What follows belongs to an exercise in optimizing a design on an open flow for small area and few clock cycles; a production flow would make more cautious choices.
Only simulation tests tie the RTL to the original design; equivalence was not proved.
No activity file was given, so power comes from the tool's default toggle rates.

==> flow/design.v <==
package ti_pkg;
    localparam int FLIT_W = 32;
    typedef logic [FLIT_W-1:0] flit_t;       
    localparam int HEADER_SIZE = 13;
    typedef logic [3:0] hdr_idx_t;           
    typedef logic [7:0] task_idx_t;
    typedef logic [7:0] app_id_t;
    localparam flit_t MESSAGE_DELIVERY = 32'h0000_0001;
    localparam flit_t TASK_ALLOCATION  = 32'h0000_0040;
    localparam flit_t APP_ALLOCATION_REQUEST = 32'h0000_0240;
    localparam flit_t APP_MAPPING_COMPLETE   = 32'h0000_0241;
    localparam int SIZE_WORDS = 4;
endpackage
module noc_receiver #(
    parameter int MAX_PAYLOAD = 32
) (
    input  logic              clk_i,
    input  logic              rst_ni,
    input  logic              noc_rx_i,
    input  ti_pkg::flit_t     noc_data_i,
    input  ti_pkg::task_idx_t target_sel_i,
    output logic              noc_credit_o,
    output logic              alloc_o,
    output logic              complete_o,
    output ti_pkg::app_id_t   app_id_o,
    output ti_pkg::flit_t     target_addr_o
);
    localparam int IDX_W = $clog2(MAX_PAYLOAD);
    ti_pkg::hdr_idx_t hdr_cnt_q;
    ti_pkg::flit_t    pay_cnt_q;
    ti_pkg::flit_t    len_q, svc_q, code_q;
    ti_pkg::flit_t    tbl_q [MAX_PAYLOAD];     
    logic             dec_q, alloc_q, cmpl_q;
    ti_pkg::flit_t pay_len, word0;
    logic          xfer, in_pay, is_dlv, last_hdr, last_pay, pkt_end, pay_wr;
    assign xfer    = noc_rx_i && noc_credit_o;
    assign in_pay  = hdr_cnt_q == ti_pkg::hdr_idx_t'(ti_pkg::HEADER_SIZE);
    assign is_dlv  = svc_q == ti_pkg::MESSAGE_DELIVERY;
    assign pay_len = len_q - ti_pkg::flit_t'(ti_pkg::HEADER_SIZE - 2);
    assign last_hdr = hdr_cnt_q == ti_pkg::hdr_idx_t'(ti_pkg::HEADER_SIZE - 1)
                      && len_q == ti_pkg::flit_t'(ti_pkg::HEADER_SIZE - 2);
    assign last_pay = in_pay && pay_cnt_q == pay_len - 1'b1;
    assign pkt_end  = xfer && (last_hdr || last_pay);
    assign word0 = (in_pay && pay_cnt_q == '0) ? noc_data_i : code_q;
    assign pay_wr = xfer && in_pay && pay_cnt_q != '0
                    && pay_cnt_q < ti_pkg::flit_t'(MAX_PAYLOAD)
                    && is_dlv && code_q == ti_pkg::APP_ALLOCATION_REQUEST;
    always_ff @(posedge clk_i or negedge rst_ni) begin
        if (!rst_ni) begin
            hdr_cnt_q <= '0;
            pay_cnt_q <= '0;
            dec_q     <= 1'b0;
            alloc_q   <= 1'b0;
            cmpl_q    <= 1'b0;
        end else begin
            dec_q   <= pkt_end;
            alloc_q <= pkt_end && !last_hdr && is_dlv && word0 == ti_pkg::APP_ALLOCATION_REQUEST;
            cmpl_q  <= pkt_end && !last_hdr && is_dlv && word0 == ti_pkg::APP_MAPPING_COMPLETE;
            if (pkt_end) begin
                hdr_cnt_q <= '0;
                pay_cnt_q <= '0;
            end else if (xfer) begin
                if (!in_pay)
                    hdr_cnt_q <= hdr_cnt_q + 1'b1;
                else
                    pay_cnt_q <= pay_cnt_q + 1'b1;    
            end
        end
    end
    always_ff @(posedge clk_i) begin
        if (xfer && hdr_cnt_q == 4'd1)
            len_q <= noc_data_i;
        if (xfer && hdr_cnt_q == 4'd2)
            svc_q <= noc_data_i;
        if (xfer && in_pay && pay_cnt_q == '0)
            code_q <= noc_data_i;
        if (pay_wr)
            tbl_q[pay_cnt_q[IDX_W-1:0]] <= noc_data_i;
    end
    assign noc_credit_o = !dec_q;      
    assign alloc_o      = alloc_q;
    assign complete_o   = cmpl_q;
    assign app_id_o     = tbl_q[1][7:0];
    always_comb begin
        if (int'(target_sel_i) < MAX_PAYLOAD)
            target_addr_o = tbl_q[target_sel_i[IDX_W-1:0]];
        else
            target_addr_o = '0;
    end
endmodule
module task_header_builder #(
    parameter ti_pkg::flit_t MAPPER_ADDRESS = '0
) (
    input  logic              clk_i,
    input  logic              rst_ni,
    input  logic              start_task_i,
    input  ti_pkg::task_idx_t task_i,
    input  ti_pkg::app_id_t   app_id_i,
    input  ti_pkg::flit_t     target_addr_i,
    input  logic              src_rx_i,
    input  ti_pkg::flit_t     src_data_i,
    input  logic              src_credit_i,
    input  ti_pkg::hdr_idx_t  hdr_idx_i,
    output ti_pkg::task_idx_t target_sel_o,
    output logic              sizes_done_o,
    output ti_pkg::flit_t     code_len_o,
    output ti_pkg::flit_t     hdr_flit_o
);
    ti_pkg::flit_t sizes_q [ti_pkg::SIZE_WORDS];    
    logic [2:0]    cnt_q;
    logic          take;
    assign sizes_done_o = cnt_q == 3'(ti_pkg::SIZE_WORDS);
    assign take         = src_rx_i && src_credit_i && !sizes_done_o;
    always_ff @(posedge clk_i or negedge rst_ni) begin
        if (!rst_ni)
            cnt_q <= 3'(ti_pkg::SIZE_WORDS);
        else if (start_task_i)
            cnt_q <= '0;
        else if (take)
            cnt_q <= cnt_q + 1'b1;
    end
    always_ff @(posedge clk_i) begin
        if (take)
            sizes_q[cnt_q[1:0]] <= src_data_i;
    end
    assign code_len_o   = (sizes_q[0] + sizes_q[1]) >> 2;    
    assign target_sel_o = task_i + 8'd2;                     
    always_comb begin
        case (hdr_idx_i)
            4'd0:    hdr_flit_o = target_addr_i;
            4'd1:    hdr_flit_o = code_len_o + ti_pkg::flit_t'(ti_pkg::HEADER_SIZE - 2);
            4'd2:    hdr_flit_o = ti_pkg::TASK_ALLOCATION;
            4'd3:    hdr_flit_o = {{(ti_pkg::FLIT_W - 16){1'b0}}, app_id_i, task_i};
            4'd4:    hdr_flit_o = MAPPER_ADDRESS;
            4'd9:    hdr_flit_o = sizes_q[1];
            4'd10:   hdr_flit_o = sizes_q[0];
            4'd11:   hdr_flit_o = sizes_q[2];
            4'd12:   hdr_flit_o = sizes_q[3];
            default: hdr_flit_o = '0;
        endcase
    end
endmodule
module packet_sender (
    input  logic             clk_i,
    input  logic             rst_ni,
    input  logic             send_start_i,
    input  logic             size_accept_i,
    input  ti_pkg::flit_t    hdr_flit_i,
    input  ti_pkg::flit_t    code_len_i,
    input  logic             noc_credit_i,
    input  logic             src_rx_i,
    input  ti_pkg::flit_t    src_data_i,
    output ti_pkg::hdr_idx_t hdr_idx_o,
    output logic             noc_tx_o,
    output ti_pkg::flit_t    noc_data_o,
    output logic             src_credit_o,
    output logic             send_done_o
);
    typedef enum logic [1:0] {
        IDLE,
        HEADER,
        CODE
    } state_t;
    state_t           state_q;
    ti_pkg::hdr_idx_t idx_q;
    ti_pkg::flit_t    code_cnt_q;
    logic             done_q;
    logic             hdr_last, code_xfer;
    assign hdr_last  = idx_q == ti_pkg::hdr_idx_t'(ti_pkg::HEADER_SIZE - 1);
    assign code_xfer = state_q == CODE && src_rx_i && noc_credit_i;
    always_ff @(posedge clk_i or negedge rst_ni) begin
        if (!rst_ni) begin
            state_q    <= IDLE;
            idx_q      <= '0;
            code_cnt_q <= '0;
            done_q     <= 1'b0;
        end else begin
            done_q <= 1'b0;
            case (state_q)
                IDLE: if (send_start_i) begin
                    state_q <= HEADER;
                    idx_q   <= '0;
                end
                HEADER: if (noc_credit_i) begin
                    if (!hdr_last) begin
                        idx_q <= idx_q + 1'b1;
                    end else if (code_len_i == '0) begin
                        state_q <= IDLE;      
                        done_q  <= 1'b1;
                    end else begin
                        state_q    <= CODE;
                        code_cnt_q <= '0;
                    end
                end
                CODE: if (code_xfer) begin
                    code_cnt_q <= code_cnt_q + 1'b1;
                    if (code_cnt_q == code_len_i - 1'b1) begin
                        state_q <= IDLE;
                        done_q  <= 1'b1;
                    end
                end
                default: state_q <= IDLE;
            endcase
        end
    end
    assign hdr_idx_o    = idx_q;
    assign send_done_o  = done_q;
    assign noc_tx_o     = state_q == HEADER || (state_q == CODE && src_rx_i);
    assign noc_data_o   = (state_q == CODE) ? src_data_i : hdr_flit_i;
    assign src_credit_o = (state_q == CODE) ? noc_credit_i : size_accept_i;
endmodule
module injector_ctrl (
    input  logic              clk_i,
    input  logic              rst_ni,
    input  logic              src_rx_i,
    input  ti_pkg::flit_t     src_data_i,
    input  logic              alloc_i,
    input  logic              complete_i,
    input  logic              sizes_done_i,
    input  logic              send_done_i,
    output logic              start_task_o,
    output ti_pkg::task_idx_t task_o,
    output logic              send_start_o,
    output logic              size_accept_o
);
    typedef enum logic [2:0] {
        IDLE,
        WAIT_ALLOC,
        LOAD_SIZES,
        SEND_TASK,
        WAIT_COMPLETE
    } state_t;
    state_t            state_q, state_d;
    ti_pkg::task_idx_t count_q, task_q;
    logic              last_task;
    assign last_task = task_q == count_q - 8'd1;
    always_comb begin
        state_d = state_q;
        case (state_q)
            IDLE:          if (src_rx_i) state_d = WAIT_ALLOC;       
            WAIT_ALLOC:    if (alloc_i) state_d = LOAD_SIZES;
            LOAD_SIZES:    if (sizes_done_i) state_d = SEND_TASK;
            SEND_TASK: begin
                if (send_done_i)
                    state_d = last_task ? WAIT_COMPLETE : LOAD_SIZES;
            end
            WAIT_COMPLETE: if (complete_i) state_d = IDLE;
            default:       state_d = IDLE;
        endcase
    end
    always_ff @(posedge clk_i or negedge rst_ni) begin
        if (!rst_ni) begin
            state_q <= IDLE;
            count_q <= '0;
            task_q  <= '0;
        end else begin
            state_q <= state_d;
            if (state_q == IDLE && src_rx_i) begin
                count_q <= src_data_i[7:0];
                task_q  <= '0;
            end else if (state_q == SEND_TASK && send_done_i && !last_task) begin
                task_q <= task_q + 1'b1;
            end
        end
    end
    assign start_task_o = (state_q == WAIT_ALLOC && alloc_i)
                          || (state_q == SEND_TASK && send_done_i && !last_task);
    assign send_start_o = state_q == LOAD_SIZES && sizes_done_i;
    assign size_accept_o = state_q == IDLE || (state_q == LOAD_SIZES && !sizes_done_i);
    assign task_o        = task_q;
endmodule
module task_injector #(
    parameter ti_pkg::flit_t MAPPER_ADDRESS = 32'h0000_0000,
    parameter int            MAX_PAYLOAD    = 32
) (
    input  logic          clk_i,
    input  logic          rst_ni,
    input  logic          src_rx_i,
    input  ti_pkg::flit_t src_data_i,
    output logic          src_credit_o,
    output logic          noc_tx_o,
    output ti_pkg::flit_t noc_data_o,
    input  logic          noc_credit_i,
    input  logic          noc_rx_i,
    input  ti_pkg::flit_t noc_data_i,
    output logic          noc_credit_o
);
    logic              alloc, complete, start_task, sizes_done;
    logic              send_start, size_accept, send_done;
    ti_pkg::task_idx_t task_num, target_sel;
    ti_pkg::app_id_t   app_id;
    ti_pkg::flit_t     target_addr, hdr_flit, code_len;
    ti_pkg::hdr_idx_t  hdr_idx;
    noc_receiver #(
        .MAX_PAYLOAD(MAX_PAYLOAD)
    ) u_receiver (
        .clk_i, .rst_ni, .noc_rx_i, .noc_data_i,
        .target_sel_i (target_sel),
        .noc_credit_o,
        .alloc_o      (alloc),
        .complete_o   (complete),
        .app_id_o     (app_id),
        .target_addr_o(target_addr)
    );
    injector_ctrl u_ctrl (
        .clk_i, .rst_ni, .src_rx_i, .src_data_i,
        .alloc_i      (alloc),
        .complete_i   (complete),
        .sizes_done_i (sizes_done),
        .send_done_i  (send_done),
        .start_task_o (start_task),
        .task_o       (task_num),
        .send_start_o (send_start),
        .size_accept_o(size_accept)
    );
    task_header_builder #(
        .MAPPER_ADDRESS(MAPPER_ADDRESS)
    ) u_builder (
        .clk_i, .rst_ni, .src_rx_i, .src_data_i,
        .start_task_i (start_task),
        .task_i       (task_num),
        .app_id_i     (app_id),
        .target_addr_i(target_addr),
        .src_credit_i (src_credit_o),
        .hdr_idx_i    (hdr_idx),
        .target_sel_o (target_sel),
        .sizes_done_o (sizes_done),
        .code_len_o   (code_len),
        .hdr_flit_o   (hdr_flit)
    );
    packet_sender u_sender (
        .clk_i, .rst_ni, .noc_credit_i, .src_rx_i, .src_data_i,
        .send_start_i (send_start),
        .size_accept_i(size_accept),
        .hdr_flit_i   (hdr_flit),
        .code_len_i   (code_len),
        .hdr_idx_o    (hdr_idx),
        .noc_tx_o, .noc_data_o, .src_credit_o,
        .send_done_o  (send_done)
    );
endmodule
==> flow/run.sh <==
#!/bin/bash
# synth_recipe.tcl (not shown) runs the flow's synth.tcl, then flattens the netlist and writes it again
# the make line also repeats each setting of config.mk as NAME=value (left out here)
make -C /OpenROAD-flow-scripts/flow DESIGN_CONFIG=/design/flow/config.mk WORK_HOME=/design/flow/orfs CLKGATE_MAP_FILE= SYNTH_SCRIPT=/design/flow/synth_recipe.tcl finish
==> flow/config.mk <==
export PLATFORM = sky130hd
export DESIGN_NAME = task_injector
export DESIGN_NICKNAME = task_injector
export VERILOG_FILES = /design/flow/design.v
export SDC_FILE = /design/flow/constraint.sdc
export NUM_CORES = 4
export LEC_CHECK = 0
export CAP_MARGIN = 20
export CORE_MARGIN = 2
export CORE_UTILIZATION = 40
export SLEW_MARGIN = 20
==> flow/constraint.sdc <==
create_clock -name core_clock -period 6.5 [get_ports {clk_i}]
set_input_delay 1.3000 -clock core_clock [delete_from_list [all_inputs] [get_ports {clk_i}]]
set_output_delay 1.3000 -clock core_clock [all_outputs]
set_load 0.01 [all_outputs]
==> summary.txt <==
- YS warnings: 4
- Cells after Synth: 3338
- Clock latency at the later pin of the worst-skew pair: 0.79 ns
- Hold Crit Class: register to register
- Reg clk slew, reported paths: 0.06 ns
- Final Max Slew Viols: 0
- Area Growth Syn to Fin: 16.2%
- FP Rows: 139
- Crit path required time: 5.20 ns
- # port buffers: 103
- Worst VDD drop: 233 uV
- Critical path's top delay family: simple AND/OR/NAND/NOR gates
- Async S/R FF share, synth: 0.0742
- Num CTS Buffers: 142
- Max Clk Rate: 158 MHz
- Non-filler cells, final: 5615
- Pleak: 21.1 nW
- Tmin final: 6.34 ns
- Remaining DRCs: 0
- Worst path slowest cell: clkdlybuf4s50_1
- Largest net degree at the start of global routing: 63
- Clock Skew: 0.0516 ns
- N_diodes: 0
- Core area: 143000 um^2
- Max-cap violations: 0
- Seq cells post-synth: 1348
- Global-route wire length before repair: 224 mm
- CTS tree: built
- EDFF count, synth: 1248
- Grt ovf: 0
- Int Pwr: 16.4 mW
- TritonCTS Sinks: 1348
- Worst Path Buf+Inv: 3
- Die height: 384 um
- Pwr Total: 23.1 mW
- H-tree levels: 4
- Setup violations, final: 0
- Flop pwr share: 0.434
- CP peak stage delay: 0.55 ns
- Slew margin rel.: 0.311
- Clock Tree Root: clkbuf_16
- RSZ-0062 raised after global routing: yes
- Initial DRC Count: 3023
- Total GRT Usage: 0.209
- Final hold slack: 0.533 ns
- Worst-path fanout max: 8
- Setup TNS Final: 0 ns
- Distinct cells, synth: 90
- Net Sw Frac: 0.290
- Placer congestion estimate: 0.870
- DP HPWL: 96.5 mm
- Post-synth top area cell: edfxtp_1
- Crit path kind: register to primary output
- Dominant cells by area after synthesis: edfxtp_1 (65%), mux4_2 (12%), dfrtp_1 (4.3%)
- Nets: 3722
- Post-synth top area share: 0.650
- Combinational share of power: 0.223
- Die width: 384 um
- Clk pwr share: 0.343
- CP Capture Type: primary output
- Status: timing/DRC/antenna clean
- Top-Level Pins: 104
- DR vias/cell: 5.71
- WL/cell: 27.4 um
- Synth Flop Type: edfxtp_1
- Arrival @ worst endpoint: 5.04 ns
- Placed insts: 5347
- CP Cell Sequence: ha_4 > buf_4 > nand4_1 > a211oi_4 > nor4_1 > buf_4 > o211ai_1 > nand2_1 > xnor2_2 > nand4_1 > nor3_2 > and3_4 > and2_1 > nand3_1 > xnor2_2 > a21oi_1 > o21ai_1 > clkdlybuf4s50_1
- Synthesized area: 57700 um^2
- Layout fillers: 12200
- Sequential-to-total area share from yosys stat: 0.693
- Worst-Margin Slew: 1.03 ns
- Vias in the first global route: 32200
- Post-synthesis area per instance: 17.3 um^2
- Clock Path Buffers: 3
- Share of cells above drive strength 1: 0.213
- Net Sw Power: 6.70 mW
- TritonRoute pass-1 iters: 7
- Post-route ant nets: 0
- Post-Route WL: 154 mm
- Final Hold Fails: 0
- Total die area: 147000 um^2
- Via count: 32100
- Period Utilization, post-route: 0.975
- Initial antenna violation count: 6
- Worst Setup Start Kind: register
- PD cells: 345 nW/um^2
- CTS Hold Buffers Added: 0
- Initial Utilization: 0.402
## cell usage in the layout (no fill, tap or decap), drive strengths merged, types with 11 or more instances in the layout
cell,instances
dfrtp,99
a22o,14
o211ai,26
and3,28
a221oi,16
nand2,133
nand4,48
mux2,13
a21o,17
inv,54
nand3,66
a21oi,96
and2,22
and4,14
clkinv,70
conb,32
clkdlybuf4s50,102
nor2,205
o2111ai,11
clkbuf,173
buf,148
a222oi,13
ha,57
xnor2,110
a211oi,19
o21ai,84
nand2b,14
mux2i,43
a22oi,30
edfxtp,1248
xor2,87
nor3,58
o21a,15
mux4,320
or3,18
nor4,48
## per-layer routing
| metal | GRT usage | part of all wire | up-vias |
|---|---|---|---|
| met5 | 0 | 0.000085 | - |
| met4 | 0.0505 | 0.018 | 2 |
| li1 | - | - | 14000 |
| met3 | 0.0318 | 0.055 | 175 |
| met1 | 0.286 | 0.43 | 16800 |
| met2 | 0.352 | 0.50 | 1008 |
## worst register-to-register path: cells and delay by family, from the launching register on
| kind | cells | cell delay (ns) |
|---|---|---|
| xor gates and xnor gates | 1 | 0.19 |
| AOI/OAI and AO/OA | 6 | 1.54 |
| buffers and inverters | 1 | 0.18 |
| adders and majority gates | 1 | 0.52 |
| and+or+nand+nor | 6 | 2.54 |
| DFF | 1 | 0.40 |
## per-stage QoR
step,instance area [um^2],util,setup WS [ns]
2_1_floorplan,57800,-,1.16
3_3_place_gp,62100,0.433,0.589
3_5_place_dp,62100,0.433,0.490
4_1_cts,66800,0.466,0.00495
5_1_grt,67000,0.468,-0.0810
6_report,67000,0.468,0.160
## power by group through the flow
stage / clock network (mW) / registers, mW / logic, mW
2_1_floorplan: 0 / 10.1 / 3.12
3_3_place_gp: 0 / 10.2 / 5.03
3_5_place_dp: 0 / 10.2 / 5.06
4_1_cts: 8.10 / 10.0 / 5.13
5_1_grt: 8.41 / 10.1 / 5.57
6_report: 7.94 / 10.0 / 5.16
## area by class of cell
class                           count  area [um^2]  area share
Inverter                           51          191     0.00286
Sequential cell                  1348        40000       0.597
Clock inverter                     87          860      0.0128
Tap cell                         1903         2380      0.0355
Timing Repair Buffer              250         2320      0.0346
Multi-Input combinational cell   1803        17600       0.262
Clock buffer                      173         3710      0.0554
## logic make-up after synthesis
family / synth area share
flops: 0.693
simple gates: 0.0628
compound gates: 0.0517
mux: 0.135
buf+inv: 0.0145
xor+xnor: 0.0303
fa+ha+maj: 0.0124
other cells: 0.0000650
## synth_stat cells, types with 43 or more instances
| cell type | number |
|---|---|
| ha_1 | 57 |
| nand3_1 | 66 |
| inv_1 | 50 |
| nor3_1 | 56 |
| a21oi_1 | 94 |
| nand2_1 | 133 |
| nor4_1 | 47 |
| xor2_1 | 87 |
| mux4_2 | 320 |
| nor2_1 | 205 |
| xnor2_1 | 110 |
| dfrtp_1 | 99 |
| clkbuf_1 | 124 |
| mux2i_1 | 43 |
| nand4_1 | 47 |
| edfxtp_1 | 1248 |
| o21ai_0 | 76 |
## flip-flops by register name (all words and copies together) (netlist names), 4 cells and up
name,count
u_receiver.len_q,32
u_receiver.pay_cnt_q,32
u_sender.code_cnt_q,32
u_builder.sizes_q,128
u_ctrl.task_q,8
u_receiver.hdr_cnt_q,4
u_ctrl.count_q,8
u_sender.idx_q,4
u_receiver.tbl_q,1024
u_receiver.svc_q,32
u_receiver.code_q,32
## repair_timing
action	4_1_cts	5_1_grt
buffers inserted	7	1
setup endpoints to repair	15	16
pin swaps	5	3
resized for setup	23	39
## final timing paths
check	from	endpoint	slack [ns]	cells after the start
max	u_builder.sizes_q[0][6]	noc_data_o[29]	0.16	18
min	u_ctrl.count_q[7]	u_ctrl.count_q[7]	0.53	1
max reg2reg	u_builder.sizes_q[0][9]	u_sender.state_q[0]	1.07	15
min reg2reg	u_ctrl.count_q[7]	u_ctrl.count_q[7]	0.53	1
max in group asynchronous	rst_ni	u_ctrl.task_q[1]	4.66	2
min in group asynchronous	rst_ni	u_ctrl.task_q[4]	0.62	1
Testbench counts, summed over its fixed seeds: cycles 42,523.

==> afterwards: timing with drivers on the ports <==
Ports are ideal in the flow. The routed layout listed here was re-timed in OpenROAD. Step 1: set_driving_cell puts a clkbuf_16 on clk_i and a buf_2 on each other input, an assumption about the parent block. Step 2 moves the port delays by t, midway between the first and last clock arrival at a register: inputs arrive t later, outputs are due t later. That takes back most of the time a late clock gives input paths. Three values: ideal ports, drivers, drivers and shift; two values: the first two.
t, ns: 0.839
setup slack, ns: 0.160 / 0.084 / 0.922
worst setup path after step 2: register to output
After both steps this run still meets setup and hold. For this run, drivers alone change the setup slack by -0.076 ns; drivers and shift together by +0.762 ns.
